Source: an optimization exercise on an open RTL-to-GDS flow (aim: small area). Production flows keep margins and buffers that such runs may drop. The RTL was checked by simulation tests, not by an equivalence proof against the original design. Power and IR drop assume default switching activity.

==> flow/design.v <==
`default_nettype none
package perf_pkg;
    localparam int axil_addr_w = 32;
    localparam int axil_data_w = 32;
    localparam int axis_data_w = 64;
    localparam int buf_depth   = 16;
    localparam int buf_ptr_w   = 4;
    localparam int cnt_w       = 32;
    localparam logic [1:0] resp_okay   = 2'd0;
    localparam logic [1:0] resp_slverr = 2'd2;
    typedef enum logic [3:0] {
        reg_ctrl      = 4'd0,   
        reg_beat_num  = 4'd1,
        reg_pkt_num   = 4'd2,
        reg_status    = 4'd3,   
        reg_tx_cycles = 4'd4,
        reg_tx_beats  = 4'd5,
        reg_tx_pkts   = 4'd6,
        reg_rx_cycles = 4'd7,
        reg_rx_beats  = 4'd8,
        reg_rx_errs   = 4'd9,
        reg_rx_pkts   = 4'd10
    } perf_reg_e;
    typedef enum logic [1:0] {
        idle       = 2'd0,
        write_resp = 2'd1,
        read_data  = 2'd2
    } axil_state_e;
    typedef enum logic {
        run_idle   = 1'b0,
        run_active = 1'b1
    } run_state_e;
endpackage
`default_nettype wire
`default_nettype none
module perf_inc #(
    parameter int W = 32,
    parameter int B = 8
) (
    input  wire logic [W-1:0] a,
    input  wire logic         ci,
    output logic [W-1:0]      s
);
    localparam int NB = W / B;
    logic [NB-1:0] all1;    
    logic [W:0]    c;
    for (genvar k = 0; k < NB; k++) begin : g_blk
        assign all1[k] = &a[k*B +: B];
        if (k == 0) begin : g_first
            assign c[0] = ci;
        end else begin : g_next
            assign c[k*B] = ci && (&all1[k-1:0]);
        end
        for (genvar i = k*B; i < k*B + B; i++) begin : g_bit
            assign s[i] = a[i] ^ c[i];
            if (i + 1 < k*B + B) begin : g_carry
                assign c[i+1] = a[i] & c[i];
            end
        end
    end
endmodule
`default_nettype wire
`default_nettype none
module axis_buf (
    input  wire logic                              clk,
    input  wire logic                              reset,
    input  wire logic                              s_tvalid,
    input  wire logic                              s_tlast,
    input  wire logic                              s_teor,
    output logic                                   s_tready,
    output logic                                   m_tvalid,
    output logic [perf_pkg::axis_data_w-1:0]       m_tdata,
    output logic                                   m_tlast,
    input  wire logic                              m_tready
);
    logic [perf_pkg::buf_depth-1:0]   last_q;
    logic [perf_pkg::buf_depth-1:0]   eor_q;
    logic [perf_pkg::buf_ptr_w-1:0]   wr_ptr;
    logic [perf_pkg::buf_ptr_w-1:0]   rd_ptr;
    logic [perf_pkg::buf_ptr_w:0]     count;
    logic [perf_pkg::cnt_w-1:0]       head_pkt;
    logic [perf_pkg::cnt_w-1:0]       head_beat;
    logic                             push;
    logic                             pop;
    logic                             head_eor;
    logic [perf_pkg::cnt_w-1:0]       head_pkt_inc;
    logic [perf_pkg::cnt_w-1:0]       head_beat_inc;
    perf_inc u_pkt_inc  (.a(head_pkt),  .ci(pop && m_tlast), .s(head_pkt_inc));
    perf_inc u_beat_inc (.a(head_beat), .ci(pop),            .s(head_beat_inc));
    assign s_tready = !count[perf_pkg::buf_ptr_w];
    assign m_tvalid = (count != '0);
    assign m_tdata  = {head_pkt, head_beat};
    assign m_tlast  = last_q[rd_ptr];
    assign head_eor = eor_q[rd_ptr];
    assign push     = s_tvalid && s_tready;
    assign pop      = m_tvalid && m_tready;
    always_ff @(posedge clk) begin
        if (push) begin
            last_q[wr_ptr] <= s_tlast;
            eor_q[wr_ptr]  <= s_teor;
        end
    end
    always_ff @(posedge clk) begin
        if (reset) begin
            wr_ptr    <= '0;
            rd_ptr    <= '0;
            count     <= '0;
            head_pkt  <= '0;
            head_beat <= '0;
        end else begin
            if (push)
                wr_ptr <= wr_ptr + 1'b1;
            if (pop)
                rd_ptr <= rd_ptr + 1'b1;
            head_pkt  <= (pop && head_eor) ? '0 : head_pkt_inc;
            head_beat <= (pop && (head_eor || m_tlast)) ? '0 : head_beat_inc;
            case ({push, pop})
                2'b10:   count <= count + 1'b1;
                2'b01:   count <= count - 1'b1;
                default: ;
            endcase
        end
    end
endmodule
`default_nettype wire
`default_nettype none
module perf_axil_regs (
    input  wire logic                                clk,
    input  wire logic                                reset,
    input  wire logic                                awvalid,
    output logic                                     awready,
    input  wire logic [perf_pkg::axil_addr_w-1:0]    awaddr,
    input  wire logic                                wvalid,
    output logic                                     wready,
    input  wire logic [perf_pkg::axil_data_w-1:0]    wdata,
    input  wire logic [perf_pkg::axil_data_w/8-1:0]  wstrb,
    output logic                                     bvalid,
    input  wire logic                                bready,
    output logic [1:0]                               bresp,
    input  wire logic                                arvalid,
    output logic                                     arready,
    input  wire logic [perf_pkg::axil_addr_w-1:0]    araddr,
    output logic                                     rvalid,
    input  wire logic                                rready,
    output logic [perf_pkg::axil_data_w-1:0]         rdata,
    output logic [1:0]                               rresp,
    output logic                                     start,
    output logic [perf_pkg::cnt_w-1:0]               beat_num,
    output logic [perf_pkg::cnt_w-1:0]               pkt_num,
    input  wire logic                                tx_busy,
    input  wire logic                                rx_busy,
    input  wire logic [perf_pkg::cnt_w-1:0]          tx_cycles,
    input  wire logic [perf_pkg::cnt_w-1:0]          tx_beats,
    input  wire logic [perf_pkg::cnt_w-1:0]          tx_pkts,
    input  wire logic [perf_pkg::cnt_w-1:0]          rx_cycles,
    input  wire logic [perf_pkg::cnt_w-1:0]          rx_beats,
    input  wire logic [perf_pkg::cnt_w-1:0]          rx_errs,
    input  wire logic [perf_pkg::cnt_w-1:0]          rx_pkts
);
    logic [1:0]                         aw_sel_q;
    logic                               aw_held;
    logic                               w_held;
    logic [perf_pkg::axil_data_w/8-1:0] w_strb_q;
    logic [perf_pkg::axil_data_w-1:0]   data_q;
    logic                               resp_err;
    logic                               idle;
    logic                               aw_hs;
    logic                               w_hs;
    logic                               ar_hs;
    logic                               wr_go;
    logic [1:0]                         aw_sel;
    logic [1:0]                         wr_sel;
    logic [perf_pkg::axil_data_w-1:0]   wr_data;
    logic [perf_pkg::axil_data_w/8-1:0] wr_strb;
    logic                               rd_in_map;
    logic [perf_pkg::axil_data_w-1:0]   rd_val;
    function automatic logic [perf_pkg::cnt_w-1:0] merge_bytes(
        input logic [perf_pkg::cnt_w-1:0]         old_val,
        input logic [perf_pkg::axil_data_w-1:0]   new_val,
        input logic [perf_pkg::axil_data_w/8-1:0] strb
    );
        logic [perf_pkg::cnt_w-1:0] res;
        res = old_val;
        for (int i = 0; i < perf_pkg::axil_data_w / 8; i++) begin
            if (strb[i])
                res[8*i +: 8] = new_val[8*i +: 8];
        end
        merge_bytes = res;
    endfunction
    assign idle    = !bvalid && !rvalid;
    assign awready = idle && !aw_held;
    assign wready  = idle && !w_held;
    assign arready = idle && !aw_held && !w_held && !awvalid && !wvalid;
    assign bresp   = {resp_err, 1'b0};
    assign rresp   = {resp_err, 1'b0};
    assign rdata   = data_q;
    assign aw_hs = awvalid && awready;
    assign w_hs  = wvalid && wready;
    assign ar_hs = arvalid && arready;
    assign wr_go = (aw_held || aw_hs) && (w_held || w_hs);
    assign aw_sel  = (awaddr[perf_pkg::axil_addr_w-1:6] != '0 || awaddr[5:4] != 2'b00 || awaddr[3:2] == 2'b11)
                     ? 2'd3 : awaddr[3:2];
    assign wr_sel  = aw_held ? aw_sel_q : aw_sel;
    assign wr_data = w_held ? data_q : wdata;
    assign wr_strb = w_held ? w_strb_q : wstrb;
    logic [10:1] rd_sel;
    logic        ar_hi_zero;
    assign ar_hi_zero = (araddr[perf_pkg::axil_addr_w-1:6] == '0);
    assign rd_in_map  = ar_hi_zero && (araddr[5:2] <= 4'd10);
    for (genvar k = 1; k <= 10; k++) begin : g_rd_sel
        assign rd_sel[k] = ar_hi_zero && (araddr[5:2] == 4'(k));
    end
    assign rd_val = ({perf_pkg::axil_data_w{rd_sel[1]}}  & beat_num)
                  | ({perf_pkg::axil_data_w{rd_sel[2]}}  & pkt_num)
                  | {{(perf_pkg::axil_data_w-2){1'b0}}, rd_sel[3] && rx_busy, rd_sel[3] && tx_busy}
                  | ({perf_pkg::axil_data_w{rd_sel[4]}}  & tx_cycles)
                  | ({perf_pkg::axil_data_w{rd_sel[5]}}  & tx_beats)
                  | ({perf_pkg::axil_data_w{rd_sel[6]}}  & tx_pkts)
                  | ({perf_pkg::axil_data_w{rd_sel[7]}}  & rx_cycles)
                  | ({perf_pkg::axil_data_w{rd_sel[8]}}  & rx_beats)
                  | ({perf_pkg::axil_data_w{rd_sel[9]}}  & rx_errs)
                  | ({perf_pkg::axil_data_w{rd_sel[10]}} & rx_pkts);
    always_ff @(posedge clk) begin
        if (w_hs && !wr_go)
            w_strb_q <= wstrb;
        if (aw_hs && !wr_go)
            aw_sel_q <= aw_sel;
        if (w_hs && !wr_go)
            data_q <= wdata;
        else if (ar_hs)
            data_q <= rd_val;
        if (wr_go)
            resp_err <= (wr_sel == 2'd3);
        else if (ar_hs)
            resp_err <= !rd_in_map;
    end
    always_ff @(posedge clk) begin
        if (reset) begin
            bvalid   <= 1'b0;
            rvalid   <= 1'b0;
            aw_held  <= 1'b0;
            w_held   <= 1'b0;
            start    <= 1'b0;
            beat_num <= '0;
            pkt_num  <= '0;
        end else begin
            start <= 1'b0;
            if (idle) begin
                if (wr_go) begin
                    aw_held <= 1'b0;
                    w_held  <= 1'b0;
                    bvalid  <= 1'b1;
                    case (wr_sel)
                        2'd0: start <= wr_strb[0] && wr_data[0] && !tx_busy && !rx_busy;
                        2'd1: beat_num <= merge_bytes(beat_num, wr_data, wr_strb);
                        2'd2: pkt_num  <= merge_bytes(pkt_num, wr_data, wr_strb);
                        default: ;
                    endcase
                end else begin
                    if (aw_hs)
                        aw_held <= 1'b1;
                    if (w_hs)
                        w_held <= 1'b1;
                    if (ar_hs)
                        rvalid <= 1'b1;
                end
            end else begin
                if (bvalid && bready)
                    bvalid <= 1'b0;
                if (rvalid && rready)
                    rvalid <= 1'b0;
            end
        end
    end
endmodule
`default_nettype wire
`default_nettype none
module perf_tx_gen (
    input  wire logic                              clk,
    input  wire logic                              reset,
    input  wire logic                              start,
    input  wire logic [perf_pkg::cnt_w-1:0]        beat_num,
    input  wire logic [perf_pkg::cnt_w-1:0]        pkt_num,
    output logic                                   gen_tvalid,
    output logic                                   gen_tlast,
    output logic                                   gen_teor,
    input  wire logic                              gen_tready,
    output logic                                   tx_busy,
    output logic [perf_pkg::cnt_w-1:0]             tx_cycles,
    output logic [perf_pkg::cnt_w-1:0]             tx_beats,
    output logic [perf_pkg::cnt_w-1:0]             tx_pkts
);
    logic                       active;
    logic [perf_pkg::cnt_w-1:0] pkt_idx;    
    logic [perf_pkg::cnt_w-1:0] beat_p1;    
    logic                       first_seen;
    logic                       hs;
    logic                       clr;
    logic                       cyc_en;
    logic [perf_pkg::cnt_w-1:0] pkt_inc;
    logic [perf_pkg::cnt_w-1:0] beat_inc;
    logic [perf_pkg::cnt_w-1:0] cycles_inc;
    logic [perf_pkg::cnt_w-1:0] beats_inc;
    assign clr    = reset || start;
    assign hs     = active && gen_tready;
    assign cyc_en = active && (hs || first_seen);
    perf_inc u_pkt_inc    (.a(pkt_idx),   .ci(hs && gen_tlast), .s(pkt_inc));
    perf_inc u_beat_inc   (.a(beat_p1),   .ci(hs),     .s(beat_inc));
    perf_inc u_cycles_inc (.a(tx_cycles), .ci(cyc_en), .s(cycles_inc));
    perf_inc u_beats_inc  (.a(tx_beats),  .ci(hs),     .s(beats_inc));
    assign gen_tvalid = active;
    assign gen_tlast  = (beat_p1 == beat_num);
    assign gen_teor   = gen_tlast && (pkt_inc == pkt_num);
    assign tx_busy    = active;
    assign tx_pkts    = pkt_idx;
    always_ff @(posedge clk) begin
        tx_cycles <= clr ? '0 : cycles_inc;
        tx_beats  <= clr ? '0 : beats_inc;
        beat_p1   <= (clr || (hs && gen_tlast)) ? perf_pkg::cnt_w'(1) : beat_inc;
        pkt_idx   <= clr ? '0 : pkt_inc;
    end
    always_ff @(posedge clk) begin
        if (clr) begin
            active     <= !reset && start && beat_num != '0 && pkt_num != '0;
            first_seen <= 1'b0;
        end else if (hs) begin
            first_seen <= 1'b1;
            if (gen_teor)
                active <= 1'b0;   
        end
    end
endmodule
`default_nettype wire
`default_nettype none
module perf_rx_check (
    input  wire logic                              clk,
    input  wire logic                              reset,
    input  wire logic                              start,
    input  wire logic [perf_pkg::cnt_w-1:0]        beat_num,
    input  wire logic [perf_pkg::cnt_w-1:0]        pkt_num,
    input  wire logic                              rx_tvalid,
    input  wire logic [perf_pkg::axis_data_w-1:0]  rx_tdata,
    input  wire logic                              rx_tlast,
    output logic                                   rx_busy,
    output logic [perf_pkg::cnt_w-1:0]             rx_cycles,
    output logic [perf_pkg::cnt_w-1:0]             rx_beats,
    output logic [perf_pkg::cnt_w-1:0]             rx_errs,
    output logic [perf_pkg::cnt_w-1:0]             rx_pkts
);
    logic                       active;
    logic [perf_pkg::cnt_w-1:0] exp_pkt;
    logic [perf_pkg::cnt_w-1:0] exp_bp1;      
    logic [perf_pkg::cnt_w-1:0] exp_pkt_d;
    logic [perf_pkg::cnt_w-1:0] exp_bp1_d;
    logic [perf_pkg::cnt_w-1:0] rx_beat_p1;
    logic                       exp_last;
    logic                       first_seen;
    logic                       chk_valid;
    logic                       chk_tlast;
    logic                       data_mis;
    logic                       beat;
    logic                       clr;
    logic                       cyc_en;
    logic                       err_en;
    logic                       pkt_en;
    logic [perf_pkg::cnt_w-1:0] exp_bp1_inc;
    logic [perf_pkg::cnt_w-1:0] exp_pkt_inc;
    logic [perf_pkg::cnt_w-1:0] cycles_inc;
    logic [perf_pkg::cnt_w-1:0] beats_inc;
    logic [perf_pkg::cnt_w-1:0] errs_inc;
    logic [perf_pkg::cnt_w-1:0] pkts_inc;
    assign clr    = reset || start;
    assign beat   = chk_valid && active;
    assign cyc_en = active && (chk_valid || first_seen);
    assign err_en = beat && (data_mis || (chk_tlast != exp_last));
    assign pkt_en = beat && chk_tlast;
    perf_inc u_exp_bp1_inc  (.a(exp_bp1),   .ci(beat),   .s(exp_bp1_inc));
    perf_inc u_rx_beat_inc  (.a(rx_tdata[perf_pkg::cnt_w-1:0]), .ci(1'b1), .s(rx_beat_p1));
    perf_inc u_exp_pkt_inc  (.a(exp_pkt),   .ci(beat && exp_last), .s(exp_pkt_inc));
    perf_inc u_cycles_inc   (.a(rx_cycles), .ci(cyc_en), .s(cycles_inc));
    perf_inc u_beats_inc    (.a(rx_beats),  .ci(beat),   .s(beats_inc));
    perf_inc u_errs_inc     (.a(rx_errs),   .ci(err_en), .s(errs_inc));
    perf_inc u_pkts_inc     (.a(rx_pkts),   .ci(pkt_en), .s(pkts_inc));
    assign rx_busy    = active;
    assign exp_last   = (exp_bp1 == beat_num);
    assign exp_pkt_d  = clr ? '0 : exp_pkt_inc;
    assign exp_bp1_d  = (clr || (beat && exp_last)) ? perf_pkg::cnt_w'(1) : exp_bp1_inc;
    always_ff @(posedge clk) begin
        exp_pkt   <= exp_pkt_d;
        exp_bp1   <= exp_bp1_d;
        chk_valid <= rx_tvalid && !reset;
        chk_tlast <= rx_tlast;
        data_mis  <= (rx_tdata[perf_pkg::axis_data_w-1:perf_pkg::cnt_w] != exp_pkt_d)
                  || (rx_beat_p1 != exp_bp1_d);
        rx_cycles <= clr ? '0 : cycles_inc;
        rx_beats  <= clr ? '0 : beats_inc;
        rx_errs   <= clr ? '0 : errs_inc;
        rx_pkts   <= clr ? '0 : pkts_inc;
    end
    always_ff @(posedge clk) begin
        if (clr) begin
            active     <= !reset && start && beat_num != '0 && pkt_num != '0;
            first_seen <= 1'b0;
        end else if (beat) begin
            first_seen <= 1'b1;
            if (chk_tlast && pkts_inc == pkt_num)
                active <= 1'b0;
        end
    end
endmodule
`default_nettype wire
`default_nettype none
module perf_mon_top (
    input  wire logic                                clk,
    input  wire logic                                reset,
    input  wire logic                                awvalid,
    output logic                                     awready,
    input  wire logic [perf_pkg::axil_addr_w-1:0]    awaddr,
    input  wire logic                                wvalid,
    output logic                                     wready,
    input  wire logic [perf_pkg::axil_data_w-1:0]    wdata,
    input  wire logic [perf_pkg::axil_data_w/8-1:0]  wstrb,
    output logic                                     bvalid,
    input  wire logic                                bready,
    output logic [1:0]                               bresp,
    input  wire logic                                arvalid,
    output logic                                     arready,
    input  wire logic [perf_pkg::axil_addr_w-1:0]    araddr,
    output logic                                     rvalid,
    input  wire logic                                rready,
    output logic [perf_pkg::axil_data_w-1:0]         rdata,
    output logic [1:0]                               rresp,
    output logic                                     tx_tvalid,
    output logic [perf_pkg::axis_data_w-1:0]         tx_tdata,
    output logic                                     tx_tlast,
    input  wire logic                                tx_tready,
    input  wire logic                                rx_tvalid,
    input  wire logic [perf_pkg::axis_data_w-1:0]    rx_tdata,
    input  wire logic                                rx_tlast,
    output logic                                     rx_tready
);
    logic                             start;
    logic [perf_pkg::cnt_w-1:0]       beat_num;
    logic [perf_pkg::cnt_w-1:0]       pkt_num;
    logic                             tx_busy;
    logic                             rx_busy;
    logic [perf_pkg::cnt_w-1:0]       tx_cycles;
    logic [perf_pkg::cnt_w-1:0]       tx_beats;
    logic [perf_pkg::cnt_w-1:0]       tx_pkts;
    logic [perf_pkg::cnt_w-1:0]       rx_cycles;
    logic [perf_pkg::cnt_w-1:0]       rx_beats;
    logic [perf_pkg::cnt_w-1:0]       rx_errs;
    logic [perf_pkg::cnt_w-1:0]       rx_pkts;
    logic                             gen_tvalid;
    logic                             gen_tlast;
    logic                             gen_teor;
    logic                             gen_tready;
    assign rx_tready = 1'b1;
    perf_axil_regs u_regs (
        .clk,
        .reset,
        .awvalid,
        .awready,
        .awaddr,
        .wvalid,
        .wready,
        .wdata,
        .wstrb,
        .bvalid,
        .bready,
        .bresp,
        .arvalid,
        .arready,
        .araddr,
        .rvalid,
        .rready,
        .rdata,
        .rresp,
        .start,
        .beat_num,
        .pkt_num,
        .tx_busy,
        .rx_busy,
        .tx_cycles,
        .tx_beats,
        .tx_pkts,
        .rx_cycles,
        .rx_beats,
        .rx_errs,
        .rx_pkts
    );
    perf_tx_gen u_gen (
        .clk,
        .reset,
        .start,
        .beat_num,
        .pkt_num,
        .gen_tvalid,
        .gen_tlast,
        .gen_teor,
        .gen_tready,
        .tx_busy,
        .tx_cycles,
        .tx_beats,
        .tx_pkts
    );
    axis_buf u_tx_buf (
        .clk      (clk),
        .reset    (reset),
        .s_tvalid (gen_tvalid),
        .s_tlast  (gen_tlast),
        .s_teor   (gen_teor),
        .s_tready (gen_tready),
        .m_tvalid (tx_tvalid),
        .m_tdata  (tx_tdata),
        .m_tlast  (tx_tlast),
        .m_tready (tx_tready)
    );
    perf_rx_check u_chk (
        .clk,
        .reset,
        .start,
        .beat_num,
        .pkt_num,
        .rx_tvalid,
        .rx_tdata,
        .rx_tlast,
        .rx_busy,
        .rx_cycles,
        .rx_beats,
        .rx_errs,
        .rx_pkts
    );
endmodule
`default_nettype wire
==> flow/flow/run.sh <==
#!/bin/bash
# Own layout flow: the standard ORFS flow, with the smallest buffer on
# each port and a clock tree of small buffers built without dummy loads.
set -euo pipefail
cat >> config.mk <<'EOC'
export BUFFER_PORTS_ARGS = -buffer_cell sky130_fd_sc_hd__buf_1
export CTS_ARGS = -sink_clustering_enable -repair_clock_nets -dont_use_dummy_load -buf_list sky130_fd_sc_hd__clkbuf_4
EOC
bash standard.sh > flow_make.log 2>&1
==> flow/standard.sh <==
#!/bin/bash
# synth_recipe.tcl (not shown) runs the flow's synth.tcl, then flattens the netlist and writes it again
# the make line also repeats each setting of config.mk as NAME=value (left out here)
make -C /OpenROAD-flow-scripts/flow DESIGN_CONFIG=/design/flow/config.mk WORK_HOME=/design/flow/orfs CLKGATE_MAP_FILE= SYNTH_SCRIPT=/design/flow/synth_recipe.tcl "${@:-finish}"
==> flow/config.mk <==
export PLATFORM = sky130hd
export DESIGN_NAME = perf_mon_top
export DESIGN_NICKNAME = perf_mon_top
export VERILOG_FILES = /design/flow/design.v
export SDC_FILE = /design/flow/constraint.sdc
export NUM_CORES = 4
export LEC_CHECK = 0
export CAP_MARGIN = 20
export CORE_MARGIN = 2
export CORE_UTILIZATION = 40
export SLEW_MARGIN = 20
export BUFFER_PORTS_ARGS = -buffer_cell sky130_fd_sc_hd__buf_1
export CTS_ARGS = -sink_clustering_enable -repair_clock_nets -dont_use_dummy_load -buf_list sky130_fd_sc_hd__clkbuf_4
==> flow/constraint.sdc <==
create_clock -name core_clock -period 6.0 [get_ports {clk}]
set_input_delay 1.2000 -clock core_clock [delete_from_list [all_inputs] [get_ports {clk}]]
set_output_delay 1.2000 -clock core_clock [all_outputs]
set_load 0.01 [all_outputs]
==> impl_metrics.ini, run 1 <==
[clock_tree]
clk_path_buf_depth = 3
cts_sinks = 544
cts_tree = done
htreeDepth = 4
clk_pin_slew_ns = 0.06
cts_setup_buffers = 0
clock_latency_ns = 0.99
clockRootBuffer = clkbuf_4
cts_buffers = 148
postCtsHoldBufs = 0
ctsResizeCount = 0

[yosys]
post_synth_num_cell_types = 69
yosysSeqAreaShare = 0.4116
ys_top_cells_by_area = dfxtp_1 33%, ha_1 17%, edfxtp_1 7.8%
synth_edf_count = 73
async_reset_ff_frac = 0
synthCells = 2765
synth_commonest_cells = 471 x dfxtp_1, 373 x ha_1, 321 x and2_1, 245 x nor2_1, 115 x nand4_1
synth.top_cell.area_share = 0.3340
yosysMostFrequentCell = dfxtp_1
synth_ff_type = dfxtp_1
yosysWarnings = 4
post-synth-top-area-cell = dfxtp_1
avgSynthCellArea_um2 = 10.21
syn_area_um2 = 28230
ys_seq_elements = 544

[setup_path]
reg2reg_from = u_regs.beat_num[7]
path_cells = xnor2_1 > nand4_1 > nor4_2 > nand3_1 > nor3_1 > nand2_1 > nor3_1 > ha_1 > ha_1 > ha_1 > ha_1 > ha_1 > ha_1 > ha_1 > xnor2_1 > nor4bb_1 > a21oi_1 > o32a_1 > or4_1 > a2111oi_2 > o2111ai_1
slowest_delay_ns = 0.60
cp.required_ns = 6.80
arrival_ns = 6.35
crit_fanout = 5
reg2reg_to = u_chk.data_mis
reg2reg_slack_ns = 0.45
startpoint_type = flop
worstRegToRegCells = 21
path_common_cell = ha_1
critPathCaptureType = flop
path_class = flop to flop
slowest_stage = or4_1

[grt]
grt_first_pass_wirelength_um = 134600
antenna_found_initial = 4
grtUsageTotal = 0.2423
grt_pass1_vias = 22887
gr-total-overflow = 0
grt_max_degree = 129

[sta]
rsz0062_at_grt = false
min_period_ns = 5.550
finalSetupViolCount = 0
finalClockSkew_ns = 0.09325
tns_ns = 0
fmax_mhz = 180.2
min_period_over_period = 0.9250
slew_viol_final = 0
tightestPinTransition_ns = 1.214
hold_violations = 0
max_slew_margin = 0.1843

[power_and_ir_drop]
power_density_nw_per_um2 = 237.8
vdd_drop_max_v = 0.0002287
power.leakage_nw = 14.90

[floorplanning]
fp.coreArea_um2 = 69910
ios = 282
num_rows = 97
die_w_um = 269.7
die_area_um2 = 72720
chipHeight_um = 269.7
initial_utilization = 0.4039

[min_path]
hold_end = u_chk.chk_tlast
worst_hold_path_type = input pin to flop
min_from = rx_tlast
hold_depth = 1

[cells_and_area]
syn_to_final_growth_pct = 11.39
layout.cells.non_filler = 4059
drive_gt1_frac = 0.09567
finish.net_count = 3665

[detailed_routing]
wirelength_um = 89350
ant_nets = 0
via_per_inst = 5.559
dr.pass1.iters = 6
wire_per_inst_um = 22.01
drt-initial-drc-count = 1701
vias = 22565
drc = 0

[placement]
place.gp.congestion = 0.9614
dp_cells = 3907
io_buffers = 274
hpwl_um = 69660

[status]
outcome = no timing/DRC/antenna violations

[job]
drv_cap = 0
==> registers in the layout, indices dropped and copies added, names as in the netlist, 5 cells and up <==
signal and flops:
u_chk.exp_bp1 32, u_chk.exp_pkt 32, u_chk.rx_beats 32, u_chk.rx_cycles 32, u_chk.rx_errs 32, u_chk.rx_pkts 32, u_gen.beat_p1 32, u_gen.pkt_idx 32
u_gen.tx_beats 32, u_gen.tx_cycles 32, u_regs.beat_num 32, u_regs.data_q 32, u_regs.pkt_num 32, u_tx_buf.count 5, u_tx_buf.eor_q 16, u_tx_buf.head_beat 32
u_tx_buf.head_pkt 32, u_tx_buf.last_q 16
==> critical path: cells and delay by family, from the launching register on <==
kind | cells | cell delay, ns
adders and majority gates | 7 | 1.14
DFF | 1 | 0.47
and+or+nand+nor | 8 | 2.50
xor gates and xnor gates | 2 | 0.38
AOI/OAI and AO/OA | 4 | 0.89
==> metrics by stage <==
step | instance area, um2 | hold WS [ns] | power, mW | utilization | worst slack, ns
after floorplan | 28240 | 0.4348 | 4.633 | - | 1.416
after global placement | 30300 | 0.4459 | 4.995 | 0.4334 | 0.5175
after detailed placement | 30320 | 0.4626 | 5.026 | 0.4338 | 0.3903
after CTS | 31440 | 0.2779 | 7.563 | 0.4497 | 0.5248
after global routing | 31450 | 0.2914 | 7.858 | 0.4499 | 0.08819
final | 31450 | 0.3540 | 7.478 | 0.4499 | 0.4500
==> cell type report <==
| cell class | instances | area (um2) |
|---|---|---|
| Tap cell | 940 | 1176 |
| Timing Repair Buffer | 321 | 1414 |
| Clock buffer | 148 | 1111 |
| Inverter | 58 | 217.7 |
| Fill cell | 6762 | 38460 |
| Sequential cell | 544 | 11620 |
| Antenna cell | 4 | 10.01 |
| Multi-Input combinational cell | 2044 | 15900 |
==> cell families (layout without fill, tap and decap cells) <==
kind of cell | after synthesis | after routing | synth area share
flops | 544 | 544 | 0.4116
compound gates | 318 | 318 | 0.07543
fa+ha+maj | 374 | 374 | 0.1660
mux | 171 | 171 | 0.06816
other cells | 2 | 7 | 0.0002660
buf+inv | 178 | 527 | 0.02566
simple gates | 967 | 967 | 0.1874
xor+xnor | 211 | 211 | 0.06546
==> power by group <==
group	switching [mW]	internal [mW]	leakage, nW
logic	0.656	0.355	9.73
registers	0.112	3.83	4.49
clock network	1.41	1.12	0.681
total	2.18	5.30	14.9
==> cell usage in the layout (no fill, tap or decap), drive strengths merged, types with 100 or more instances in the layout <==
cell type  count
dfxtp        471
clkbuf       151
and2         321
buf          318
nor2         246
xor2         107
ha           373
nand4        115
xnor2        104
mux2i        100
==> worst max-delay path by stage <==
stage	start	to	slack, ns	cells past startpoint
floorplan	rx_tdata[0]	u_chk.data_mis	1.42	16
global placement	rx_tdata[0]	u_chk.data_mis	0.52	17
detailed placement	rx_tdata[0]	u_chk.data_mis	0.39	17
CTS	u_regs.beat_num[1]	u_chk.data_mis	0.52	21
global route	u_regs.beat_num[1]	u_chk.data_mis	0.09	21
finish	u_regs.beat_num[7]	u_chk.data_mis	0.45	21
==> routing by layer <==
layer / track usage / part of all wire / wire, um
met1: 0.3087 / 0.43 / 38060
met2: 0.3878 / 0.45 / 40300
met3: 0.06385 / 0.088 / 7879
met4: 0.1018 / 0.035 / 3109
met5: 0 / 0.00015 / 13
==> run 2, diff against run 1 <==
==> flow/flow/run.sh (replaced) <==
#!/bin/bash
# Own layout flow: the standard ORFS flow, with the smallest buffer on
# each port and a clock tree of small buffers built without dummy loads.
set -euo pipefail
cat >> config.mk <<'EOC'
export BUFFER_PORTS_ARGS = -buffer_cell sky130_fd_sc_hd__buf_1
export CTS_ARGS = -sink_clustering_enable -repair_clock_nets -dont_use_dummy_load -buf_list sky130_fd_sc_hd__clkbuf_2
EOC
bash standard.sh > flow_make.log 2>&1
--- a/flow/config.mk
+++ b/flow/config.mk
@@ -10,4 +10,4 @@
 export CORE_UTILIZATION = 40
 export SLEW_MARGIN = 20
 export BUFFER_PORTS_ARGS = -buffer_cell sky130_fd_sc_hd__buf_1
-export CTS_ARGS = -sink_clustering_enable -repair_clock_nets -dont_use_dummy_load -buf_list sky130_fd_sc_hd__clkbuf_4
+export CTS_ARGS = -sink_clustering_enable -repair_clock_nets -dont_use_dummy_load -buf_list sky130_fd_sc_hd__clkbuf_2
==> impl_metrics.ini, run 2 <==
[status]
outcome = no timing/DRC/antenna violations

[power_and_ir_drop]
clkPwrFrac = 0.290
vdd_drop_max_v = 0.0002404
power_density_nw_per_um2 = 224.1
power.leakage_nw = 14.84
p_sw_mw = 2.167
cellInternalPower_mw = 4.808
combPwrFrac = 0.146
pwr-share-seq = 0.564
switching_share = 0.3107

[clock_tree]
ctsResizeCount = 0
clockRootBuffer = clkbuf_2
htreeDepth = 4
clk_pin_slew_ns = 0.09
cts_buffers = 145
cts_sinks = 544
cts_tree = done
clk_path_buf_depth = 3
clock_latency_ns = 1.34

[yosys]
yosysMostFrequentCell = dfxtp_1
synth_ff_type = dfxtp_1
synth_commonest_cells = 471 x dfxtp_1, 373 x ha_1, 321 x and2_1, 245 x nor2_1, 115 x nand4_1
synthSimpleGateAreaFrac = 0.1874
post_synth_num_cell_types = 69
synth.top_cell.area_share = 0.3340
post-synth-top-area-cell = dfxtp_1
synth_xor_area_frac = 0.06546
synth_compound_area_frac = 0.07543
ys_seq_elements = 544
avgSynthCellArea_um2 = 10.21
yosysSeqAreaShare = 0.4116
yosysWarnings = 4
syn_area_um2 = 28230
synthAdderAreaFrac = 0.1660
synthCells = 2765
synth_edf_count = 73
ys_top_cells_by_area = dfxtp_1 33%, ha_1 17%, edfxtp_1 7.8%
async_reset_ff_frac = 0
synth_top_family_by_area = simple AND/OR/NAND/NOR gates
synthMuxAreaShare = 0.06816

[grt]
gr-total-overflow = 0
grtUsageTotal = 0.2417
grt_pass1_vias = 22851
antenna_found_initial = 4
grt_first_pass_wirelength_um = 134300
grt_max_degree = 129

[min_path]
worst_hold_path_type = input pin to flop

[floorplanning]
fp.coreArea_um2 = 69910
initial_utilization = 0.4039
die_w_um = 269.7
num_rows = 97
ios = 282
chipHeight_um = 269.7
die_area_um2 = 72720

[sta]
tns_ns = 0
slew_viol_final = 0
hold_violations = 0
tightestPinTransition_ns = 1.297
finalClockSkew_ns = 0.1655
fmax_mhz = 178.5
max_slew_margin = 0.1285
min_period_over_period = 0.9335
finalSetupViolCount = 0
rsz0062_at_grt = false
min_period_ns = 5.601

[cells_and_area]
fillers = 6809
finish.net_count = 3667
drive_gt1_frac = 0.09464
mostFrequentLayoutCells = 470 x dfxtp_1, 373 x ha_1, 321 x and2_1
layout.cells.non_filler = 4062
layout_commonest_cell = dfxtp_1
syn_to_final_growth_pct = 10.22

[detailed_routing]
wire_per_inst_um = 21.97
drc = 0
ant_nets = 0
via_per_inst = 5.540
wirelength_um = 89260
dr.pass1.iters = 6
drt-initial-drc-count = 1699
vias = 22505

[placement]
place.gp.congestion = 0.9614
io_buffers = 274
dp_cells = 3907
hpwl_um = 69660

[setup_path]
startpoint_type = flop
path_class = flop to flop
arrival_ns = 6.68
crit_fanout = 5
critPathCaptureType = flop
cp.required_ns = 7.08

[job]
drv_cap = 0
## run 2: path summary, 6_finish.rpt
path	start	to	slack [ns]	cells past startpoint
min reg2reg	u_gen.first_seen	u_gen.first_seen	0.48	2
max	u_regs.beat_num[7]	u_chk.data_mis	0.40	21
min	rready	u_regs.rvalid	0.17	3
max reg2reg	u_regs.beat_num[7]	u_chk.data_mis	0.40	21
## run 2: area by class of cell
cell class              instances  area [um2]  area share
multi-input cells            2044       15900      0.5109
flip-flops and latches        544       11620      0.3735
repair buffers                326        1464     0.04705
well taps                     940        1176     0.03780
clock buffers                 145       725.7     0.02332
inverters                      58       217.7    0.006997
diodes                          5       12.51   0.0004021
## run 2: cells by family (layout without fill, tap and decap cells)
| kind of cell | count (synthesis) | in the layout |
|---|---|---|
| flip-flops | 544 | 544 |
| AO/OA/AOI/OAI | 318 | 318 |
| adder cells (fa/ha/maj) | 374 | 374 |
| buffers and inverters | 178 | 529 |
| multiplexers | 171 | 171 |
| other | 2 | 8 |
| XOR/XNOR | 211 | 211 |
| AND/OR/NAND/NOR | 967 | 967 |
## run 2: power groups by stage
stage          Sequential (mW)  Combinational, mW  Clock, mW
6_report                  3.93               1.02       2.02
5_1_grt                   3.95               1.12       2.28
4_1_cts                   3.93               1.02       2.12
3_5_place_dp              4.02               1.01          0
3_3_place_gp              4.01              0.982          0
2_1_floorplan             3.97              0.660          0
## run 2: metrics by stage
step           setup WS (ns)  hold slack, ns    util  instance area [um2]  total power [mW]
3_3_place_gp          0.5175          0.4459  0.4334                30300             4.995
5_1_grt              0.01462         0.07960  0.4450                31110             7.347
2_1_floorplan          1.416          0.4348       -                28240             4.633
4_1_cts               0.4376        0.004997  0.4449                31100             7.066
3_5_place_dp          0.3903          0.4626  0.4338                30320             5.026
6_report              0.3988          0.1663  0.4451                31120             6.975
## run 2: timing repair
| item | CTS | global route |
|---|---|---|
| setup buffers | 0 | 0 |
| hold buffers | 5 | 0 |
| hold endpoints to repair | 5 | 0 |
## run 2: per-layer routing
metal  track usage  vias to the layer above  share of wire
met3       0.06822                      176          0.086
met4       0.09357                        0          0.033
li1              -                    10648              -
met1        0.3083                    10748           0.43
met5             0                        -              0
met2        0.3867                      933           0.45
## run 2: critical path, stage by stage (launching register included)
cell,delay (ns)
dfxtp_1,0.47
xnor2_1,0.20
nand4_1,0.14
nor4_2,0.52
nand3_1,0.23
nor3_1,0.31
nand2_1,0.11
nor3_1,0.23
ha_1,0.20
ha_1,0.15
ha_1,0.14
ha_1,0.14
ha_1,0.14
ha_1,0.18
ha_1,0.17
xnor2_1,0.18
nor4bb_1,0.35
a21oi_1,0.08
o32a_1,0.19
or4_1,0.60
a2111oi_2,0.43
o2111ai_1,0.19
==> run 3, diff against run 2 <==
==> flow/run.sh (new file) <==
#!/bin/bash
# synth_recipe.tcl (not shown) runs the flow's synth.tcl, then flattens the netlist and writes it again
# the make line also repeats each setting of config.mk as NAME=value (left out here)
make -C /OpenROAD-flow-scripts/flow DESIGN_CONFIG=/design/flow/config.mk WORK_HOME=/design/flow/orfs CLKGATE_MAP_FILE= SYNTH_SCRIPT=/design/flow/synth_recipe.tcl finish
--- a/flow/config.mk
+++ b/flow/config.mk
@@ -9,5 +9,3 @@
 export CORE_MARGIN = 2
 export CORE_UTILIZATION = 40
 export SLEW_MARGIN = 20
-export BUFFER_PORTS_ARGS = -buffer_cell sky130_fd_sc_hd__buf_1
-export CTS_ARGS = -sink_clustering_enable -repair_clock_nets -dont_use_dummy_load -buf_list sky130_fd_sc_hd__clkbuf_2
removed: flow/flow/run.sh
removed: flow/standard.sh
==> impl_metrics.ini, run 3 <==
[yosys]
synthSimpleGateAreaFrac = 0.1874
ys_top_cells_by_area = dfxtp_1 33%, ha_1 17%, edfxtp_1 7.8%
syn_area_um2 = 28230
yosysSeqAreaShare = 0.4116
synth_commonest_cells = 471 x dfxtp_1, 373 x ha_1, 321 x and2_1, 245 x nor2_1, 115 x nand4_1
post-synth-top-area-cell = dfxtp_1
post_synth_num_cell_types = 69
ys_seq_elements = 544
synth_ff_type = dfxtp_1
yosysWarnings = 4
synth_top_family_by_area = simple AND/OR/NAND/NOR gates
async_reset_ff_frac = 0
synthAdderAreaFrac = 0.1660
synth.top_cell.area_share = 0.3340
avgSynthCellArea_um2 = 10.21
synth_edf_count = 73
synth_xor_area_frac = 0.06546
yosysMostFrequentCell = dfxtp_1
synth_compound_area_frac = 0.07543
synthMuxAreaShare = 0.06816
synthCells = 2765

[floorplanning]
die_area_um2 = 72720
num_rows = 97
ios = 282
initial_utilization = 0.4039
chipHeight_um = 269.7
die_w_um = 269.7
fp.coreArea_um2 = 69910

[sta]
hold_violations = 0
finalSetupViolCount = 0
fin_ws_ns = 0.5371
fmax_mhz = 183.1
min_period_ns = 5.463
rsz0062_at_grt = false
finalClockSkew_ns = 0.03031
tightestPinTransition_ns = 1.042
tns_ns = 0
max_slew_margin = 0.3029
slew_viol_final = 0
min_period_over_period = 0.9105
hold_ws_ns = 0.4780

[setup_path]
crit_fanout = 5
crit_buf_inv = 0
path_common_cell = ha_1
crit_family = simple AND/OR/NAND/NOR gates
slowest_stage = or4_1
startpoint_type = flop
critPathCaptureType = flop
path_cells = xnor2_1 > nand4_1 > nor4_2 > nand3_1 > nor3_1 > nand2_1 > nor3_1 > ha_1 > ha_1 > ha_1 > ha_1 > ha_1 > ha_1 > ha_1 > xnor2_1 > nor4bb_1 > a21oi_1 > o32a_1 > or4_1 > a2111oi_2 > o2111ai_1
cp.required_ns = 6.48
slowest_delay_ns = 0.60
reg2reg_slack_ns = 0.54
arrival_ns = 5.94
path_class = flop to flop

[grt]
grt_max_degree = 216
gr-total-overflow = 0
antenna_found_initial = 2
grt_first_pass_wirelength_um = 137200
grt_pass1_vias = 22402
grtUsageTotal = 0.2443

[cells_and_area]
finish.utilization = 0.4879
layout.cells.non_filler = 4019
drive_gt1_frac = 0.08120
syn_to_final_growth_pct = 20.82
diodes = 0
fillers = 6454
stdcell_area_um2 = 34110
layout_commonest_cell = dfxtp_1
finish.net_count = 3578
mostFrequentLayoutCells = 470 x dfxtp_1, 373 x ha_1, 321 x and2_1

[clock_tree]
clock_latency_ns = 0.64
clk_pin_slew_ns = 0.07
cts_setup_buffers = 0
clockRootBuffer = clkbuf_16
htreeDepth = 2
cts_sinks = 544
clk_path_buf_depth = 3
cts_buffers = 60
cts_tree = done
postCtsHoldBufs = 0

[detailed_routing]
drt-initial-drc-count = 1771
wire_per_inst_um = 22.55
wirelength_um = 90630
dr.pass1.iters = 6
via_per_inst = 5.527
drc = 0
vias = 22214
ant_nets = 0

[placement]
hpwl_um = 70440
placed_area_um2 = 32040
place.gp.congestion = 0.9407
io_buffers = 274
dp_slack_ns = 0.09225
dp_cells = 3908

[job]
drv_cap = 0

[power_and_ir_drop]
p_sw_mw = 2.345
vdd_drop_max_v = 0.0002201
clkPwrFrac = 0.433
switching_share = 0.2617
power.total_mw = 8.961
power_density_nw_per_um2 = 262.7
cellInternalPower_mw = 6.616
pwr-share-seq = 0.440
power.leakage_nw = 15.95
combPwrFrac = 0.127

[status]
outcome = no timing/DRC/antenna violations

[min_path]
worst_hold_path_type = flop to flop
[run 3: cell counts after synthesis]
No cell type changed its count.
[run 3: cell type report]
class / instances / area (um2) / area share
Sequential cell: 544 / 11620 / 0.3407
Multi-Input combinational cell: 2044 / 15910 / 0.4663
Clock inverter: 27 / 339.1 / 0.009941
Timing Repair Buffer: 322 / 3126 / 0.09163
Clock buffer: 84 / 1723 / 0.05051
Tap cell: 940 / 1176 / 0.03448
Inverter: 58 / 217.7 / 0.006383
[run 3: worst paths after layout]
kind                           start                to  cells past startpoint
setup / recovery  u_regs.beat_num[8]    u_chk.data_mis                     21
hold / removal      u_gen.first_seen  u_gen.first_seen                      2
setup reg to reg  u_regs.beat_num[8]    u_chk.data_mis                     21
hold reg to reg     u_gen.first_seen  u_gen.first_seen                      2
[run 3: tightest hold or removal path, cell delays in order (launching register included)]
cell and delay, ns:
dfxtp_1 0.33, nor2_1 0.05, nor2_1 0.07
[run 3: layer usage]
layer / wire length (um) / part of all wire / up-vias / track usage
met2: 42580 / 0.47 / 831 / 0.4152
li1: - / - / 10474 / -
met5: 13 / 0.00014 / - / 0
met3: 6324 / 0.070 / 158 / 0.04943
met4: 3386 / 0.037 / 2 / 0.08757
met1: 38320 / 0.42 / 10749 / 0.3063
[run 3: repair_timing]
item,CTS,global route
endpoints found under the hold margin,0,0
setup endpoints to repair,0,1
resized for setup,0,1
[run 3: kinds of logic after synthesis]
| logic type | Yosys count |
|---|---|
| DFF | 544 |
| muxes | 171 |
| adders and majority gates | 374 |
| other | 2 |
| AOI/OAI and AO/OA | 318 |
| buffers and inverters | 178 |
| xor gates and xnor gates | 211 |
| and+or+nand+nor | 967 |
[run 3: power groups by stage]
stage	logic [mW]	clock network (mW)	registers, mW
6_report	1.14	3.88	3.94
5_1_grt	1.24	4.10	3.96
4_1_cts	1.15	3.95	3.94
3_5_place_dp	1.14	0	4.02
3_3_place_gp	1.10	0	4.02
2_1_floorplan	0.660	0	3.97
==> run 4, diff against run 3 <==
--- a/flow/design.v
+++ b/flow/design.v
@@ -225,10 +225,8 @@
             w_strb_q <= wstrb;
         if (aw_hs && !wr_go)
             aw_sel_q <= aw_sel;
-        if (w_hs && !wr_go)
-            data_q <= wdata;
-        else if (ar_hs)
-            data_q <= rd_val;
+        if (idle && !w_held)
+            data_q <= wvalid ? wdata : rd_val;
         if (wr_go)
             resp_err <= (wr_sel == 2'd3);
         else if (ar_hs)
==> flow/flow/run.sh (new file) <==
#!/bin/bash
# Own layout flow: the standard ORFS flow, with the smallest buffer on
# each port and a clock tree of small buffers built without dummy loads.
set -euo pipefail
cat >> config.mk <<'EOC'
export BUFFER_PORTS_ARGS = -buffer_cell sky130_fd_sc_hd__buf_1
export CTS_ARGS = -sink_clustering_enable -repair_clock_nets -dont_use_dummy_load -buf_list {sky130_fd_sc_hd__clkbuf_2 sky130_fd_sc_hd__clkbuf_4} -sink_clustering_size 12
EOC
bash standard.sh > flow_make.log 2>&1
==> flow/standard.sh (new file) <==
#!/bin/bash
# synth_recipe.tcl (not shown) runs the flow's synth.tcl, then flattens the netlist and writes it again
# the make line also repeats each setting of config.mk as NAME=value (left out here)
make -C /OpenROAD-flow-scripts/flow DESIGN_CONFIG=/design/flow/config.mk WORK_HOME=/design/flow/orfs CLKGATE_MAP_FILE= SYNTH_SCRIPT=/design/flow/synth_recipe.tcl "${@:-finish}"
--- a/flow/config.mk
+++ b/flow/config.mk
@@ -9,3 +9,5 @@
 export CORE_MARGIN = 2
 export CORE_UTILIZATION = 40
 export SLEW_MARGIN = 20
+export BUFFER_PORTS_ARGS = -buffer_cell sky130_fd_sc_hd__buf_1
+export CTS_ARGS = -sink_clustering_enable -repair_clock_nets -dont_use_dummy_load -buf_list {sky130_fd_sc_hd__clkbuf_2 sky130_fd_sc_hd__clkbuf_4} -sink_clustering_size 12
removed: flow/run.sh
==> impl_metrics.ini, run 4 <==
[status]
outcome = no timing/DRC/antenna violations

[grt]
gr-total-overflow = 0
grt_max_degree = 173
antenna_found_initial = 5
grt_first_pass_wirelength_um = 135400
grt_pass1_vias = 22451
grtUsageTotal = 0.2506

[detailed_routing]
drc = 0
ant_nets = 0
vias = 22656
drt-initial-drc-count = 2106
dr.pass1.iters = 8
via_per_inst = 5.677
wirelength_um = 91280
wire_per_inst_um = 22.87

[sta]
min_period_ns = 5.626
tightestPinTransition_ns = 0.9274
hold_violations = 0
finalClockSkew_ns = 0.09788
slew_viol_final = 0
min_period_over_period = 0.9377
tns_ns = 0
fmax_mhz = 177.7
max_slew_margin = 0.3817
rsz0062_at_grt = false
hold_ws_ns = 0.4007
finalSetupViolCount = 0

[yosys]
avgSynthCellArea_um2 = 10.37
synth_ff_type = dfxtp_1
ys_top_cells_by_area = dfxtp_1 34%, ha_1 17%, edfxtp_1 7.9%
syn_area_um2 = 27890
post_synth_num_cell_types = 70
yosysSeqAreaShare = 0.4167
yosysWarnings = 4
post-synth-top-area-cell = dfxtp_1
synth.top_cell.area_share = 0.3381
synth_commonest_cells = 471 x dfxtp_1, 373 x ha_1, 278 x and2_1, 188 x nor2_1, 135 x xnor2_1
async_reset_ff_frac = 0
synthCells = 2690
yosysMostFrequentCell = dfxtp_1
synth_edf_count = 73
ys_seq_elements = 544

[min_path]
min_from = rx_tlast
worst_hold_path_type = input pin to flop

[setup_path]
reg2reg_from = u_regs.beat_num[0]
path_class = flop to flop
cp.required_ns = 6.78
critPathCaptureType = flop
critical_path.startpoint = u_regs.beat_num[0]
slowest_delay_ns = 0.55
path_cells = xnor2_1 > nand4_1 > nor4_1 > and2_2 > nand2_1 > inv_1 > nand3_1 > nor3_1 > ha_1 > ha_1 > ha_1 > ha_1 > ha_1 > ha_1 > ha_1 > xnor2_1 > nand4_1 > nor4_4 > buf_4 > nand4_1 > or2_2 > o21ai_0
crit_fanout = 6
startpoint_type = flop
arrival_ns = 6.41
path_common_cell = ha_1
slowest_stage = dfxtp_1

[floorplanning]
die_w_um = 268.0
chipHeight_um = 268.0
ios = 282
fp.coreArea_um2 = 68830
die_area_um2 = 71850
initial_utilization = 0.4052
num_rows = 96

[cells_and_area]
syn_to_final_growth_pct = 12.12
mostFrequentLayoutCells = 470 x dfxtp_1, 373 x ha_1, 277 x and2_1
drive_gt1_frac = 0.09385
finish.net_count = 3608
layout_commonest_cell = dfxtp_1
layout.cells.non_filler = 3991
finish.utilization = 0.4543

[power_and_ir_drop]
combPwrFrac = 0.137
cellInternalPower_mw = 5.358
switching_share = 0.2914
vdd_drop_max_v = 0.0001471
pwr-share-seq = 0.525
power.total_mw = 7.562
p_sw_mw = 2.204
clkPwrFrac = 0.338
power.leakage_nw = 14.62
power_density_nw_per_um2 = 241.8

[clock_tree]
clk_path_buf_depth = 3
clockRootBuffer = clkbuf_4
cts_tree = done
htreeDepth = 4
clk_pin_slew_ns = 0.06
postCtsHoldBufs = 0
cts_sinks = 544
clock_latency_ns = 1.00
cts_buffers = 151

[placement]
io_buffers = 274
dp_cells = 3837
place.gp.congestion = 0.9679
hpwl_um = 69960

[job]
drv_cap = 0
## run 4: changes by cell type after synthesis, sizes merged, moves of 21 or more
cell / delta
mux2i: -25
nor2: -58
a2bb2oi: +23
xor2: -34
xnor2: +31
o22ai: -25
a21oi: -54
a222oi: +25
a221oi: +28
and2: -43
mux2: -21
a31oi: -23
and3: +45
## run 4: cells by family (layout without fill, tap and decap cells)
logic type	count (synthesis)	after routing	share of synthesized area
compound gates	304	304	0.08274
xor+xnor	208	208	0.06533
fa+ha+maj	374	374	0.1681
buf+inv	189	556	0.02804
flops	544	544	0.4167
mux	124	124	0.05074
other cells	2	5	0.0002693
simple gates	945	945	0.1881
## run 4: per-layer routing
| layer | part of all wire | GRT usage | wire length, um | up-vias |
|---|---|---|---|---|
| li1 | - | - | - | 10528 |
| met1 | 0.44 | 0.3362 | 40050 | 10959 |
| met2 | 0.45 | 0.3986 | 41050 | 1007 |
| met3 | 0.081 | 0.04435 | 7359 | 158 |
| met4 | 0.031 | 0.1024 | 2796 | 4 |
| met5 | 0.00020 | 0 | 18 | - |
## run 4: final timing paths
check	endpoint	slack, ns	depth (start not counted)
hold / removal	u_chk.chk_tlast	0.40	1
hold reg to reg	u_gen.first_seen	0.48	2
setup / recovery	u_tx_buf.eor_q[10]	0.37	22
setup reg to reg	u_tx_buf.eor_q[10]	0.37	22
## run 4: metrics by stage
step	worst slack [ns]	area, um2
after floorplan	1.395	27890
after global placement	0.02706	30090
after detailed placement	0.009417	30090
after CTS	0.2442	31220
after global routing	0.09440	31270
final	0.3740	31270
## run 4: cell type report
cell class | count | area [um2]
Multi-Input combinational cell | 1958 | 15540
Antenna cell | 2 | 5.005
Inverter | 66 | 247.7
Timing Repair Buffer | 339 | 1554
Clock buffer | 151 | 1134
Tap cell | 931 | 1165
Sequential cell | 544 | 11620
Fill cell | 6620 | 37560
## run 4: timing repair
action,in CTS,in global routing
hold endpoints to repair,0,0
gates resized for setup,1,2
setup buffers,0,0
setup endpoints to repair,2,10
## run 4: power groups by stage
stage / registers (mW) / clock network (mW) / logic [mW]
final: 3.97 / 2.55 / 1.04
after global placement: 4.04 / 0 / 0.998
after CTS: 3.97 / 2.61 / 1.03
after floorplan: 4.01 / 0 / 0.632
after detailed placement: 4.04 / 0 / 1.02
after global routing: 3.98 / 2.80 / 1.13
## run 4: worst max-delay path, delay by kind of cell (launching register included)
kind,cells,cell delay (ns)
xor gates and xnor gates,2,0.47
AOI/OAI and AO/OA,1,0.17
buffers and inverters,2,0.33
DFF,1,0.55
and+or+nand+nor,10,2.69
adders and majority gates,7,1.24
==> run 5, diff against run 4 <==
==> flow/flow/run.sh (replaced) <==
#!/bin/bash
# Own layout flow: the standard ORFS flow, with the smallest buffer on
# each port and a clock tree of small buffers built without dummy loads.
set -euo pipefail
cat >> config.mk <<'EOC'
export BUFFER_PORTS_ARGS = -buffer_cell sky130_fd_sc_hd__buf_1
export CTS_ARGS = -sink_clustering_enable -repair_clock_nets -dont_use_dummy_load -buf_list sky130_fd_sc_hd__clkbuf_8 -sink_clustering_size 16 -sink_clustering_max_diameter 60
EOC
bash standard.sh > flow_make.log 2>&1
--- a/flow/config.mk
+++ b/flow/config.mk
@@ -10,4 +10,4 @@
 export CORE_UTILIZATION = 40
 export SLEW_MARGIN = 20
 export BUFFER_PORTS_ARGS = -buffer_cell sky130_fd_sc_hd__buf_1
-export CTS_ARGS = -sink_clustering_enable -repair_clock_nets -dont_use_dummy_load -buf_list {sky130_fd_sc_hd__clkbuf_2 sky130_fd_sc_hd__clkbuf_4} -sink_clustering_size 12
+export CTS_ARGS = -sink_clustering_enable -repair_clock_nets -dont_use_dummy_load -buf_list sky130_fd_sc_hd__clkbuf_8 -sink_clustering_size 16 -sink_clustering_max_diameter 60
==> impl_metrics.ini, run 5 <==
[yosys]
yosysSeqAreaShare = 0.4167
syn_area_um2 = 27890
ys_top_cells_by_area = dfxtp_1 34%, ha_1 17%, edfxtp_1 7.9%
async_reset_ff_frac = 0
post-synth-top-area-cell = dfxtp_1
synth_ff_type = dfxtp_1
synth_edf_count = 73
synth_commonest_cells = 471 x dfxtp_1, 373 x ha_1, 278 x and2_1, 188 x nor2_1, 135 x xnor2_1
ys_seq_elements = 544
synth.top_cell.area_share = 0.3381
yosysWarnings = 4
yosysMostFrequentCell = dfxtp_1
avgSynthCellArea_um2 = 10.37
synthCells = 2690
post_synth_num_cell_types = 70

[detailed_routing]
ant_nets = 0
vias = 22112
dr.pass1.iters = 5
via_per_inst = 5.693
wirelength_um = 90060
wire_per_inst_um = 23.19
drt-initial-drc-count = 2261
drc = 0

[clock_tree]
clk_path_buf_depth = 3
cts_tree = done
clockRootBuffer = clkbuf_8
htreeDepth = 2
clock_latency_ns = 0.67
cts_buffers = 46
clk_pin_slew_ns = 0.10
cts_sinks = 544
postCtsHoldBufs = 0

[floorplanning]
fp.coreArea_um2 = 68830
num_rows = 96
die_area_um2 = 71850
ios = 282
die_w_um = 268.0
initial_utilization = 0.4052
chipHeight_um = 268.0

[setup_path]
path_class = flop to flop
reg2reg_from = u_regs.beat_num[0]
critPathCaptureType = flop
startpoint_type = flop
arrival_ns = 6.10
reg2reg_to = u_tx_buf.eor_q[4]
cp.required_ns = 6.51
crit_fanout = 6
worstRegToRegCells = 23
critical_path.startpoint = u_regs.beat_num[0]
endpoint = u_tx_buf.eor_q[4]
reg2reg_slack_ns = 0.42

[sta]
tns_ns = 0
fmax_mhz = 179.1
rsz0062_at_grt = false
tightestPinTransition_ns = 0.9842
hold_violations = 0
finalClockSkew_ns = 0.08432
finalSetupViolCount = 0
min_period_over_period = 0.9307
min_period_ns = 5.584
slew_viol_final = 0
max_slew_margin = 0.3439

[grt]
grt_max_degree = 173
grt_pass1_vias = 21607
grt_first_pass_wirelength_um = 133600
gr-total-overflow = 0
antenna_found_initial = 3
grtUsageTotal = 0.2459

[cells_and_area]
diodes = 0
finish.net_count = 3503
mostFrequentLayoutCells = 470 x dfxtp_1, 373 x ha_1, 277 x and2_1
layout_commonest_cell = dfxtp_1
finish.utilization = 0.4470
syn_to_final_growth_pct = 10.31
drive_gt1_frac = 0.06163

[status]
outcome = no timing/DRC/antenna violations

[power_and_ir_drop]
cellInternalPower_mw = 4.898
power_density_nw_per_um2 = 224.1
switching_share = 0.2895
combPwrFrac = 0.151
p_sw_mw = 1.996
pwr-share-seq = 0.575
clkPwrFrac = 0.275
vdd_drop_max_v = 0.0001539
power.leakage_nw = 14.26

[placement]
hpwl_um = 69960
io_buffers = 274
place.gp.congestion = 0.9679

[min_path]
worst_hold_path_type = flop to flop

[job]
drv_cap = 0
run 5: cell counts after synthesis:
No cell type changed its count.
run 5: how the worst min path moves through the flow:
stage	endpoint	slack (ns)	start	cells after the start
floorplan	u_gen.first_seen	0.43	u_gen.first_seen	2
global placement	u_chk.first_seen	0.45	u_chk.first_seen	2
detailed placement	u_chk.first_seen	0.47	u_chk.first_seen	2
CTS	u_chk.first_seen	0.48	u_chk.first_seen	2
global route	u_chk.first_seen	0.52	u_chk.first_seen	2
finish	u_chk.first_seen	0.49	u_chk.first_seen	2
run 5: power by group through the flow:
stage | sequential (mW) | combinational, mW | clock [mW]
after floorplan | 4.01 | 0.632 | 0
after global placement | 4.04 | 0.998 | 0
after detailed placement | 4.04 | 1.02 | 0
after CTS | 3.96 | 1.02 | 1.95
after global routing | 3.98 | 1.14 | 2.09
final | 3.96 | 1.04 | 1.89
run 5: kinds of logic after synthesis:
| kind of cell | after synthesis | share of synthesized area |
|---|---|---|
| fa+ha+maj | 374 | 0.1681 |
| other cells | 2 | 0.0002693 |
| buf+inv | 189 | 0.02804 |
| mux | 124 | 0.05074 |
| simple gates | 945 | 0.1881 |
| flops | 544 | 0.4167 |
| xor+xnor | 208 | 0.06533 |
| compound gates | 304 | 0.08274 |
run 5: what timing repair did:
item / in CTS / in global routing
setup buffers: 0 / 0
pin swaps: 0 / 0
setup endpoints to repair: 3 / 15
resized for setup: 1 / 2
run 5: layout make-up:
type | count | area, um2
repair buffers | 339 | 1554
fillers | 6594 | 38060
clock buffers | 46 | 633.1
flip-flops and latches | 544 | 11620
well taps | 931 | 1165
inverters | 66 | 247.7
multi-input cells | 1958 | 15540
run 5: critical path, stage by stage (launching register included):
cell	delay, ns
dfxtp_1	0.56
xnor2_1	0.21
nand4_1	0.14
nor4_1	0.37
and2_2	0.33
nand2_1	0.13
inv_1	0.14
nand3_1	0.18
nor3_1	0.43
ha_1	0.24
ha_1	0.15
ha_1	0.14
ha_1	0.14
ha_1	0.15
ha_1	0.15
ha_1	0.26
xnor2_1	0.27
nand4_1	0.19
nor4_4	0.44
buf_4	0.20
nand3_1	0.15
nor2_1	0.20
nand3_1	0.12
o21ai_0	0.16
run 5: per-stage QoR:
step	hold WS, ns	setup slack [ns]	area (um2)	power, mW	std cells
detailed placement	0.4666	0.009417	30090	5.063	3837
floorplan	0.4348	1.395	27890	4.644	2691
finish	0.4862	0.4155	30760	6.895	3884
CTS	0.4835	0.2299	30720	6.939	3883
global route	0.5209	0.05072	30760	7.203	3884
global placement	0.4456	0.02706	30090	5.035	3837
run 5: layer usage:
layer	GRT usage	part of all wire	vias to the layer above
met2	0.3958	0.45	891
met3	0.03464	0.076	138
met4	0.07398	0.028	4
met5	0	0.00020	-
met1	0.3416	0.44	10794
li1	-	-	10285
==> run 6, diff against run 5 <==
--- a/flow/config.mk
+++ b/flow/config.mk
@@ -8,6 +8,7 @@
 export CAP_MARGIN = 20
 export CORE_MARGIN = 2
 export CORE_UTILIZATION = 40
+export GPL_TIMING_DRIVEN = 0
 export SLEW_MARGIN = 20
 export BUFFER_PORTS_ARGS = -buffer_cell sky130_fd_sc_hd__buf_1
 export CTS_ARGS = -sink_clustering_enable -repair_clock_nets -dont_use_dummy_load -buf_list sky130_fd_sc_hd__clkbuf_8 -sink_clustering_size 16 -sink_clustering_max_diameter 60
==> impl_metrics.ini, run 6 <==
[grt]
gr-total-overflow = 0
antenna_found_initial = 3
grt_pass1_vias = 22167
grt_max_degree = 38
grtUsageTotal = 0.2681
grt_first_pass_wirelength_um = 141900

[setup_path]
path_class = flop to flop
reg2reg_to = u_chk.data_mis
crit_buf_inv = 1
critical_path.startpoint = u_regs.beat_num[25]
critPathCaptureType = flop
worstRegToRegCells = 21
reg2reg_slack_ns = 0.30
crit_fanout = 10
reg2reg_from = u_regs.beat_num[25]
slowest_stage = or4_1
crit_family = simple AND/OR/NAND/NOR gates
path_common_cell = ha_1
slowest_delay_ns = 0.53
cp.required_ns = 6.48
startpoint_type = flop
path_cells = xor2_1 > nor4_1 > nand4_1 > nor3_4 > clkbuf_4 > nand2_1 > nor3_1 > and2_1 > ha_1 > ha_1 > ha_1 > ha_1 > ha_1 > ha_1 > nor4bb_1 > a31oi_1 > o32ai_1 > nand3_1 > nor4_4 > nand4_1 > or4_1
path_depth = 21
arrival_ns = 6.18

[min_path]
hold_end = u_chk.first_seen
worst_hold_path_type = flop to flop
min_from = u_chk.first_seen
hold_depth = 2

[sta]
tns_ns = 0
finalClockSkew_ns = 0.1065
max_slew_margin = 0.1813
min_period_over_period = 0.9505
hold_ws_ns = 0.4771
hold_violations = 0
slew_viol_final = 0
finalSetupViolCount = 0
tightestPinTransition_ns = 1.219
fmax_mhz = 175.4
min_period_ns = 5.703

[cells_and_area]
syn_to_final_growth_pct = 10.79
multiInputGateArea_um2 = 15570
finish.net_count = 3563
drive_gt1_frac = 0.05509
layout.cells.non_filler = 3949
layout_commonest_cell = dfxtp_1
register_area_um2 = 11640
fillers = 6654
mostFrequentLayoutCells = 455 x dfxtp_1, 373 x ha_1, 278 x and2_1

[yosys]
synth_ff_type = dfxtp_1
synth.top_cell.area_share = 0.3381
yosysSeqAreaShare = 0.4167
ys_top_cells_by_area = dfxtp_1 34%, ha_1 17%, edfxtp_1 7.9%
post-synth-top-area-cell = dfxtp_1
yosysMostFrequentCell = dfxtp_1
syn_area_um2 = 27890
ys_seq_elements = 544
avgSynthCellArea_um2 = 10.37
async_reset_ff_frac = 0
synthCells = 2690
yosysWarnings = 4
synth_commonest_cells = 471 x dfxtp_1, 373 x ha_1, 278 x and2_1, 188 x nor2_1, 135 x xnor2_1
post_synth_num_cell_types = 70
synth_edf_count = 73

[detailed_routing]
drc = 0
vias = 22773
dr.pass1.iters = 7
wirelength_um = 98230
ant_nets = 0
via_per_inst = 5.767
drt-initial-drc-count = 2431
wire_per_inst_um = 24.88

[job]
drv_cap = 0

[clock_tree]
clock_latency_ns = 0.71
htreeDepth = 2
clk_path_buf_depth = 3
cts_tree = done
cts_sinks = 544
clockRootBuffer = clkbuf_8
cts_buffers = 46
clk_pin_slew_ns = 0.10
postCtsHoldBufs = 0

[floorplanning]
die_w_um = 268.0
initial_utilization = 0.4052
fp.coreArea_um2 = 68830
num_rows = 96
die_area_um2 = 71850
ios = 282
chipHeight_um = 268.0

[placement]
place.gp.congestion = 0.9581
dp_cells = 3895
io_buffers = 271
hpwl_um = 79710

[status]
outcome = no timing/DRC/antenna violations

[power_and_ir_drop]
power_density_nw_per_um2 = 225.7
power.leakage_nw = 14.22
vdd_drop_max_v = 0.0001517
==> run 6: cell counts after synthesis <==
Identical to the previous run, type by type.
==> run 6: worst max-delay path by stage <==
stage | to | slack, ns
after floorplan | u_chk.data_mis | 1.40
after global placement | u_tx_buf.eor_q[4] | -0.54
after detailed placement | u_tx_buf.eor_q[12] | -0.42
after CTS | u_chk.data_mis | 0.02
after global routing | u_chk.data_mis | -0.02
final | u_chk.data_mis | 0.30
==> run 6: cells by family (layout without fill, tap and decap cells) <==
group | count (synthesis) | count (layout) | synth area share
multiplexers | 124 | 124 | 0.05074
flip-flops | 544 | 544 | 0.4167
XOR/XNOR | 208 | 208 | 0.06533
buffers and inverters | 189 | 511 | 0.02804
AND/OR/NAND/NOR | 945 | 945 | 0.1881
other | 2 | 8 | 0.0002693
AO/OA/AOI/OAI | 304 | 304 | 0.08274
adder cells (fa/ha/maj) | 374 | 374 | 0.1681
==> run 6: worst min-delay path, cell delays in order (launching register included) <==
cell	delay, ns
dfxtp_1	0.34
nor2_1	0.05
nor2_1	0.07
==> run 6: power by group <==
| part | internal [mW] | switching [mW] | total, mW |
|---|---|---|---|
| combinational | 0.385 | 0.723 | 1.11 |
| sequential | 3.84 | 0.109 | 3.95 |
| clock | 0.686 | 1.23 | 1.91 |
| total | 4.91 | 2.06 | 6.97 |
==> run 6: through the flow <==
stage	util	worst slack (ns)	area [um2]	total power, mW
5_1_grt	0.4488	-0.01982	30890	7.248
4_1_cts	0.4474	0.02050	30790	6.985
6_report	0.4489	0.2972	30890	6.972
2_1_floorplan	-	1.395	27890	4.644
3_3_place_gp	0.4369	-0.5450	30070	5.066
3_5_place_dp	0.4378	-0.4202	30130	5.110
==> run 6: per-layer routing <==
layer	up-vias	GRT usage	share of wire	routed length (um)
li1	10416	-	-	-
met1	11107	0.3567	0.42	41620
met2	1070	0.4210	0.44	43170
met3	180	0.05984	0.093	9135
met4	0	0.1084	0.044	4305
met5	-	0	0	0
==> run 6: area by class of cell <==
type,count,area share
diodes,5,0.0004050
plain buffers,123,0.01746
well taps,931,0.03770
repair buffers,276,0.03519
multi-input cells,1958,0.5039
flip-flops and latches,544,0.3768
inverters,66,0.008019
clock buffers,46,0.02049
==> run 6: repair_timing <==
item / CTS / global route
setup buffers: 0 / 3
pin swaps: 0 / 1
gates resized for setup: 4 / 25
setup endpoints to repair: 18 / 18

-- afterwards: timing with drivers on the ports --
How much do the figures lean on ideal ports? The routed layouts below were timed once more, with nothing changed but the port constraints. Step 1 (the two cells are an assumption about what drives the block):
set clk [get_ports {clk}]
set_driving_cell -lib_cell sky130_fd_sc_hd__clkbuf_16 $clk
set_driving_cell -lib_cell sky130_fd_sc_hd__buf_2 [delete_from_list [all_inputs] $clk]
Step 2 adds t to the input delays and takes it off the output delays; t is the mean of the earliest and latest rising clock arrival at the registers after step 1. Input paths then give back, and output paths get back, about the clock's delay inside the block. Three values: ideal, step 1, step 2; two values: the first two.
run	t (ns)	slack for setup (ns)	hold slack, ns
run 1	1.004	0.450 / 0.450 / 0.348	0.354 / 0.314 / 0.476
run 2	1.315	0.399 / 0.399 / 0.281	0.166 / 0.159 / 0.484
run 3	0.690	0.537 / 0.537 / -0.020	0.478 / 0.478 / 0.478
run 4	1.013	0.374 / 0.374 / 0.374	0.401 / 0.371 / 0.478
run 5	0.678	0.416 / 0.416 / 0.416	0.486 / 0.486 / 0.486
run 6	0.710	0.297 / 0.297 / 0.151	0.477 / 0.477 / 0.477
Met with ideal ports but missed after step 2: setup timing in run 3. The setup slack of run 3, which loses most, moves by 0.000 ns with the drivers and by -0.557 ns with both steps.
